Background: an optimization exercise with open tools, aiming at small area. Do not read the settings as production practice.
In this exercise RTL edits were held to simulation tests only and were not proved equivalent to the original.
Power is estimated from default activity; no workload was simulated.

// cnn_top
module cnn_top
(
    input  logic        clk,
    input  logic        reset,
    input  logic        load_req,
    input  logic [15:0] load_cmd,        
    output logic        load_ack,
    input  logic        run_req,
    output logic        run_ack,
    output logic [81:0] result           
);
Size in the first run: ~1,900 cells after synthesis, roughly 1,000 flip-flops, ~100 I/O pins, about 27,000 sq um of cells after synthesis.
export LEC_CHECK = 0
export ABC_AREA = 1
export CAP_MARGIN = 20
export CORE_MARGIN = 2
export CORE_UTILIZATION = 65
export SLEW_MARGIN = 20
create_clock -name core_clock -period 10.0 [get_ports {clk}]
standard.sh (not shown) runs the stock make flow with config.mk's settings and CLKGATE_MAP_FILE= SYNTH_SCRIPT=/design/flow/synth_recipe.tcl, a recipe that flattens the netlist after the stock synthesis.
==> flow/flow/run.sh <==
#!/bin/bash
# The standard layout (standard.sh, ORFS) with these changes:
# - input and output ports are buffered with the smallest buffer;
# - clock tree synthesis uses clkbuf_8 sink clusters of up to 20 flip-flops and no dummy loads;
# - after floorplan, OpenROAD's restructure re-maps the combinational logic for
#   area (flow/restructure.tcl); registers are kept as synthesized.
# The make output goes to standard.log; each ORFS step keeps its own log.
set -euo pipefail
here=$(pwd)
export BUFFER_PORTS_ARGS="-buffer_cell sky130_fd_sc_hd__buf_1"
export CTS_ARGS="-sink_clustering_enable -repair_clock_nets -dont_use_dummy_load -buf_list sky130_fd_sc_hd__clkbuf_8 -sink_clustering_size 20 -sink_clustering_max_diameter 60"
export POST_FLOORPLAN_TCL="$here/flow/restructure.tcl"
bash standard.sh > standard.log 2>&1
==> flow/flow/restructure.tcl <==
# Area recovery after floorplan: re-map the combinational logic with ABC for
# area (OpenROAD restructure). Registers are not touched.
set lib_in [lindex $::env(LIB_FILES) 0]
set work $::env(RESULTS_DIR)/restructure
file mkdir $work
set lib_out $work/lib_dont_use.lib

# a copy of the library with the platform's don't-use cells marked dont_use,
# so that ABC leaves them out
set fh [open $lib_in r]
set text [read $fh]
close $fh
set out ""
set pos 0
foreach {whole name} [regexp -all -inline -indices {cell\s*\(\s*"?([A-Za-z0-9_]+)"?\s*\)\s*\{} $text] {
  set end [lindex $whole 1]
  set cell [string range $text [lindex $name 0] [lindex $name 1]]
  append out [string range $text $pos $end]
  foreach pattern $::env(DONT_USE_CELLS) {
    if { [string match $pattern $cell] } {
      append out "\n    dont_use : true;"
      break
    }
  }
  set pos [expr {$end + 1}]
}
append out [string range $text $pos end]
set fh [open $lib_out w]
puts -nonewline $fh $out
close $fh

set tielo "[lindex $::env(TIELO_CELL_AND_PORT) 0]/[lindex $::env(TIELO_CELL_AND_PORT) 1]"
set tiehi "[lindex $::env(TIEHI_CELL_AND_PORT) 0]/[lindex $::env(TIEHI_CELL_AND_PORT) 1]"
report_design_area
restructure -target area -liberty_file $lib_out -tielo_port $tielo -tiehi_port $tiehi \
  -work_dir $work
report_design_area
The baseline finished clean.
Then changed:
==> flow/flow/run.sh (replaced) <==
#!/bin/bash
set -euo pipefail
export BUFFER_PORTS_ARGS="-buffer_cell sky130_fd_sc_hd__buf_1"
export CTS_ARGS="-sink_clustering_enable -repair_clock_nets -dont_use_dummy_load -buf_list sky130_fd_sc_hd__clkbuf_16 -sink_clustering_size 32 -sink_clustering_max_diameter 45"
bash standard.sh > standard.log 2>&1
ABC_AREA = unset   (was 1)
CORE_UTILIZATION = 60   (was 65)
removed: flow/flow/restructure.tcl
Effect:
- power fell slightly
- synthesized cell count came out lower by a little under a tenth
- critical path depth falls by 19
- global-route usage drops by 1.6 points
- die area goes up by roughly a tenth
- synthesized area came out higher slightly
- worst hold slack improved by 0.014 ns
Then changed:
==> flow/flow/run.sh (replaced) <==
#!/bin/bash
# The standard layout (standard.sh, ORFS) with these changes:
# - input and output ports are buffered with the smallest buffer;
# - clock tree synthesis uses clkbuf_8 sink clusters and no dummy loads;
# - after floorplan, OpenROAD's restructure re-maps the combinational logic for
#   area (flow/restructure.tcl); registers are kept as synthesized.
# The make output goes to standard.log; each ORFS step keeps its own log.
set -euo pipefail
here=$(pwd)
export BUFFER_PORTS_ARGS="-buffer_cell sky130_fd_sc_hd__buf_1"
export CTS_ARGS="-sink_clustering_enable -repair_clock_nets -dont_use_dummy_load -buf_list sky130_fd_sc_hd__clkbuf_8 -sink_clustering_size 18 -sink_clustering_max_diameter 60"
export POST_FLOORPLAN_TCL="$here/flow/restructure.tcl"
bash standard.sh > standard.log 2>&1
==> flow/flow/restructure.tcl (new file) <==
# Area recovery after floorplan: re-map the combinational logic with ABC for
# area (OpenROAD restructure). Registers are not touched.
set lib_in [lindex $::env(LIB_FILES) 0]
set work $::env(RESULTS_DIR)/restructure
file mkdir $work
set lib_out $work/lib_dont_use.lib

# a copy of the library with the platform's don't-use cells marked dont_use,
# so that ABC leaves them out
set fh [open $lib_in r]
set text [read $fh]
close $fh
set out ""
set pos 0
foreach {whole name} [regexp -all -inline -indices {cell\s*\(\s*"?([A-Za-z0-9_]+)"?\s*\)\s*\{} $text] {
  set end [lindex $whole 1]
  set cell [string range $text [lindex $name 0] [lindex $name 1]]
  append out [string range $text $pos $end]
  foreach pattern $::env(DONT_USE_CELLS) {
    if { [string match $pattern $cell] } {
      append out "\n    dont_use : true;"
      break
    }
  }
  set pos [expr {$end + 1}]
}
append out [string range $text $pos end]
set fh [open $lib_out w]
puts -nonewline $fh $out
close $fh

set tielo "[lindex $::env(TIELO_CELL_AND_PORT) 0]/[lindex $::env(TIELO_CELL_AND_PORT) 1]"
set tiehi "[lindex $::env(TIEHI_CELL_AND_PORT) 0]/[lindex $::env(TIEHI_CELL_AND_PORT) 1]"
report_design_area
restructure -target area -liberty_file $lib_out -tielo_port $tielo -tiehi_port $tiehi \
  -work_dir $work
report_design_area
Result: The new run went through all stages and came out clean; non-clock buffer count decreases by 25; setup slack improved by 0.61 ns; clock skew increases by 0.011 ns; final cell count came out higher by 9.5%; sequential power went up by about 2%; hold slack improves by 0.020 ns; wire length increases by 5.4%; fmax rose by 6.8%; power increases by 34%; sequential share of layout area climbs by 3.2 points; register-to-register slack improves by 0.61 ns.
Then changed:
--- a/flow/flow/run.sh
+++ b/flow/flow/run.sh
@@ -11 +11 @@
-export CTS_ARGS="-sink_clustering_enable -repair_clock_nets -dont_use_dummy_load -buf_list sky130_fd_sc_hd__clkbuf_8 -sink_clustering_size 18 -sink_clustering_max_diameter 60"
+export CTS_ARGS="-sink_clustering_enable -repair_clock_nets -dont_use_dummy_load -buf_list sky130_fd_sc_hd__clkbuf_8 -sink_clustering_size 19 -sink_clustering_max_diameter 60"
CORE_UTILIZATION = 65   (was 60)
The changed run passed the timing, design-rule and antenna checks.
Total power goes down by 0.81%.
Setup slack improved by 0.15 ns.
Synthesized cell count does not change.
Die area went down by 7.6%.
Wire length climbs by 0.30%.
Worst hold slack got worse by 0.048 ns.
Clock skew fell by 0.0038 ns.
Via count goes down by 0.60%.
Critical path depth fell by 3.
Final area came out lower by 0.54%.
Fmax is higher by 1.7%.

-- static timing again, ports no longer ideal --
Ports are ideal in the flow. The routed layouts listed here were re-timed in OpenROAD.
Step 1 (the two cells are an assumption about what drives the block):
set clk [get_ports {clk}]
set_driving_cell -lib_cell sky130_fd_sc_hd__clkbuf_16 $clk
set_driving_cell -lib_cell sky130_fd_sc_hd__buf_2 [delete_from_list [all_inputs] $clk]
Step 2 adds t to the input delays and takes it off the output delays; t is the mean of the earliest and latest rising clock arrival at the registers after step 1. Input paths then give back, and output paths get back, about the clock's delay inside the block.
Slacks: ideal / step 1 / step 2; pairs: ideal / step 1.
run | shift t [ns] | slack for setup (ns) | worst hold slack (ns) | worst setup path after step 2
the first run | 0.651 | 1.052 / 1.052 / 1.052 | 0.262 / 0.262 / 0.262 | register to register
the second run | 0.637 | 0.381 / 0.381 / 0.381 | 0.277 / 0.277 / 0.277 | register to register
the third run | 0.700 | 0.992 / 0.992 / 0.992 | 0.297 / 0.297 / 0.297 | register to register
the fourth run | 0.671 | 1.140 / 1.140 / 1.140 | 0.249 / 0.249 / 0.249 | register to register
After both steps every run listed still meets setup and hold.
